This design comes from an exercise in tuning for small area and a short achievable clock period on the open sky130 flow, not from production work.
At most, simulation tests tie the RTL to the original design; equivalence was not proved.
Power figures rest on the tool's default switching activity, not on a simulated workload.

## data_mem_sized
module data_mem_sized #(
  parameter int DEPTH     = 64,
  parameter int ADDR_W    = 8,
  parameter int LATENCY   = 1,
  parameter int INIT_MODE = 1
) (
  input  logic              clk,
  input  logic              rst,
  input  logic              req_valid,
  output logic              req_ready,
  input  logic              req_we,
  input  logic [1:0]        req_size,
  input  logic              req_unsigned,
  input  logic [ADDR_W-1:0] req_addr,
  input  logic [31:0]       req_wdata,
  output logic              resp_valid,
  output logic [31:0]       resp_rdata,
  output logic              resp_err,
  output logic              init_busy
);
  logic [2047:0] mem_q;    
  logic [2047:0] mem_d;
  logic        busy_q;
  logic        ready_q;
  logic [5:0]  cnt_q;
  logic        resp_valid_q;
  logic        resp_err_q;
  logic        req_err;
  logic        accept;
  logic        st;
  logic [31:0] rd_word;
  logic [31:0] load_data;
  logic [3:0]  lane_mask;
  logic [31:0] lane_data;
  assign accept = req_valid && !busy_q && !rst;
  always_comb begin
    case (req_size)
      2'b00:   req_err = 1'b0;
      2'b01:   req_err = req_addr[0];
      2'b10:   req_err = |req_addr[1:0];
      default: req_err = 1'b1;
    endcase
  end
  logic [7:0]  pre_lo, pre_hi;
  always_comb begin
    for (int i = 0; i < 8; i++) begin
      pre_lo[i] = (req_addr[4:2] == 3'(i));
      pre_hi[i] = (req_addr[7:5] == 3'(i));
    end
  end
  logic       ld;           
  logic [3:0] sel0;         
  logic       sel1_lo;      
  logic       sel1_hi;      
  logic       sel1_s;       
  logic       selw;         
  logic [3:0] ssel;         
  assign ld = !req_we && !req_err;
  always_comb begin
    sel0    = 4'b0000;
    sel1_lo = 1'b0;
    sel1_hi = 1'b0;
    sel1_s  = 1'b0;
    selw    = 1'b0;
    ssel    = 4'b0000;
    case (req_size)
      2'b00: begin
  ...
make LEC_CHECK=0 CAP_MARGIN=20 CORE_MARGIN=2 CORE_UTILIZATION=47 CTS_CLUSTER_DIAMETER=100 CTS_CLUSTER_SIZE=25 PLACE_DENSITY=0.57 SETUP_SLACK_MARGIN=5 SLEW_MARGIN=20 SYNTH_HIERARCHICAL=1 TNS_END_PERCENT=100 finish   # period 8.0 ns
run.sh (not shown) runs the stock make flow with config.mk's settings and CLKGATE_MAP_FILE= SYNTH_SCRIPT=/design/flow/synth_recipe.tcl, a recipe that flattens the netlist after the stock synthesis.
Edit:
--- a/flow/design.v
+++ b/flow/design.v
@@ -10,24 +10,36 @@
   input  logic [7:0] d,
   output logic       y
 );
   logic [3:0] t;
   for (genvar i = 0; i < 4; i++) begin : g_t
     assign t[i] = ~((s[2*i] & d[2*i]) | (s[2*i+1] & d[2*i+1]));
   end
   assign y = ~&t;
 endmodule
+module dm_nand4 (
+  input  logic a, b, c, d,
+  output logic y
+);
+  assign y = ~(a & b & c & d);
+endmodule
 module dm_sign (
   input  logic [3:0] sel,
   input  logic [3:0] b7,
   output logic       s
 );
   assign s = |(sel & b7);
+endmodule
+module dm_nand4en (
+  input  logic a, b, c, d, en,
+  output logic y
+);
+  assign y = en & ~(a & b & c & d);
 endmodule
 module dm_nand2 (
   input  logic a, b,
   output logic y
 );
   assign y = ~(a & b);
 endmodule
 module dm_nor2 (
   input  logic a, b,
@@ -73,23 +85,25 @@
   always_comb begin
     case (req_size)
       2'b00:   req_err = 1'b0;
       2'b01:   req_err = req_addr[0];
       2'b10:   req_err = |req_addr[1:0];
       default: req_err = 1'b1;
     endcase
   end
   logic [7:0]  pre_lo, pre_hi;
+  logic [63:0] rowsel;
   always_comb begin
     for (int i = 0; i < 8; i++) begin
       pre_lo[i] = (req_addr[4:2] == 3'(i));
       pre_hi[i] = (req_addr[7:5] == 3'(i));
     end
+    for (int w = 0; w < 64; w++) rowsel[w] = pre_lo[w % 8] && pre_hi[w / 8];
   end
   logic       ld;           
   logic [3:0] sel0;         
   logic       sel1_lo;      
   logic       sel1_hi;      
   logic       sel1_s;       
   logic       selw;         
   logic [3:0] ssel;         
   assign ld = !req_we && !req_err;
@@ -128,36 +142,38 @@
   end
   logic [63:0] sgn_w;
   for (genvar w = 0; w < 64; w++) begin : g_sgnw
     dm_sign u_sgn (
       .sel(ssel),
       .b7({mem_q[32*w+31], mem_q[32*w+23], mem_q[32*w+15], mem_q[32*w+7]}),
       .s(sgn_w[w])
     );
   end
-  logic [7:0] pre_hi_s0, pre_hi_s;
-  assign pre_hi_s0 = pre_hi & {8{sel1_s}};
-  assign pre_hi_s  = pre_hi & {8{ld}};
   logic [2:0] sgn;
   for (genvar j = 0; j < 33; j++) begin : g_rcol
     logic [7:0]  t2;
+    logic [3:0]  t3;
     for (genvar g = 0; g < 8; g++) begin : g_l2
       logic [7:0] dcol;
       for (genvar i = 0; i < 8; i++) begin : g_d
         assign dcol[i] = (j < 32) ? mem_q[32*(8*g+i)+(j % 32)] : sgn_w[8*g+i];
       end
-      dm_rd8 u_g (.s(pre_lo), .d(dcol), .y(t2[g]));
+      dm_rd8 u_g (.s(rowsel[8*g +: 8]), .d(dcol), .y(t2[g]));
+    end
+    for (genvar g = 0; g < 4; g++) begin : g_l3
+      dm_nor2 u_g (.a(t2[2*g]), .b(t2[2*g+1]), .y(t3[g]));
     end
     if (j < 32) begin : g_data
-      dm_rd8 u_l3 (.s(pre_hi), .d(t2), .y(rd_word[j]));
+      dm_nand4 u_l4 (.a(t3[0]), .b(t3[1]), .c(t3[2]), .d(t3[3]), .y(rd_word[j]));
     end else begin : g_sign
       for (genvar c = 0; c < 3; c++) begin : g_c
-        dm_rd8 u_l3 (.s(c == 0 ? pre_hi_s0 : pre_hi_s), .d(t2), .y(sgn[c]));
+        dm_nand4en u_l4 (.a(t3[0]), .b(t3[1]), .c(t3[2]), .d(t3[3]),
+                         .en(c == 0 ? sel1_s : ld), .y(sgn[c]));
       end
     end
   end
   logic [31:0] rdw_q;
   logic [2:0]  sgn_q;
   logic [3:0]  sel0_q;
   logic        sel1_lo_q, sel1_hi_q, selw_q;
   always_ff @(posedge clk) begin
     rdw_q     <= rd_word;
What happened:
- hold slack is about the same
- utilization fell by 1.9 points
- routed wire length fell by 7.0%
- combinational power drops by about 50%
- synthesized cell count hardly moves
- flip-flop and latch count does not change
- power goes down by about 2.7%
- count of clock-buffer cells in the layout stays the same
- global-route usage drops by 1.5 points
No functional check of the RTL was part of the first run of this note.

static timing again, ports no longer ideal:
No port has a modelled driver above. Below, the same layouts with a new extraction and two added sets of constraints. Step 1, drivers: a clkbuf_16 drives clk and a buf_2 each remaining input, both assumed. Step 2 moves the port delays by t, midway between the first and last clock arrival at a register: inputs arrive t later, outputs are due t later. That takes back most of the time a late clock gives input paths. a / b / c = ideal ports / drivers / drivers and shift; a / b = the first two.
| run | t (ns) | setup WS [ns] | worst setup path after step 2 | cell pins on the clock port's net |
|---|---|---|---|---|
| the first run | 0.847 | 4.371 / 4.280 / 3.965 | input to register | 1 |
| the second run | 0.833 | 4.579 / 4.499 / 3.943 | input to register | 1 |
After both steps setup and hold are still met in every run listed. For the second run, which loses most, drivers alone change the setup slack by -0.080 ns; drivers and shift together by -0.636 ns.
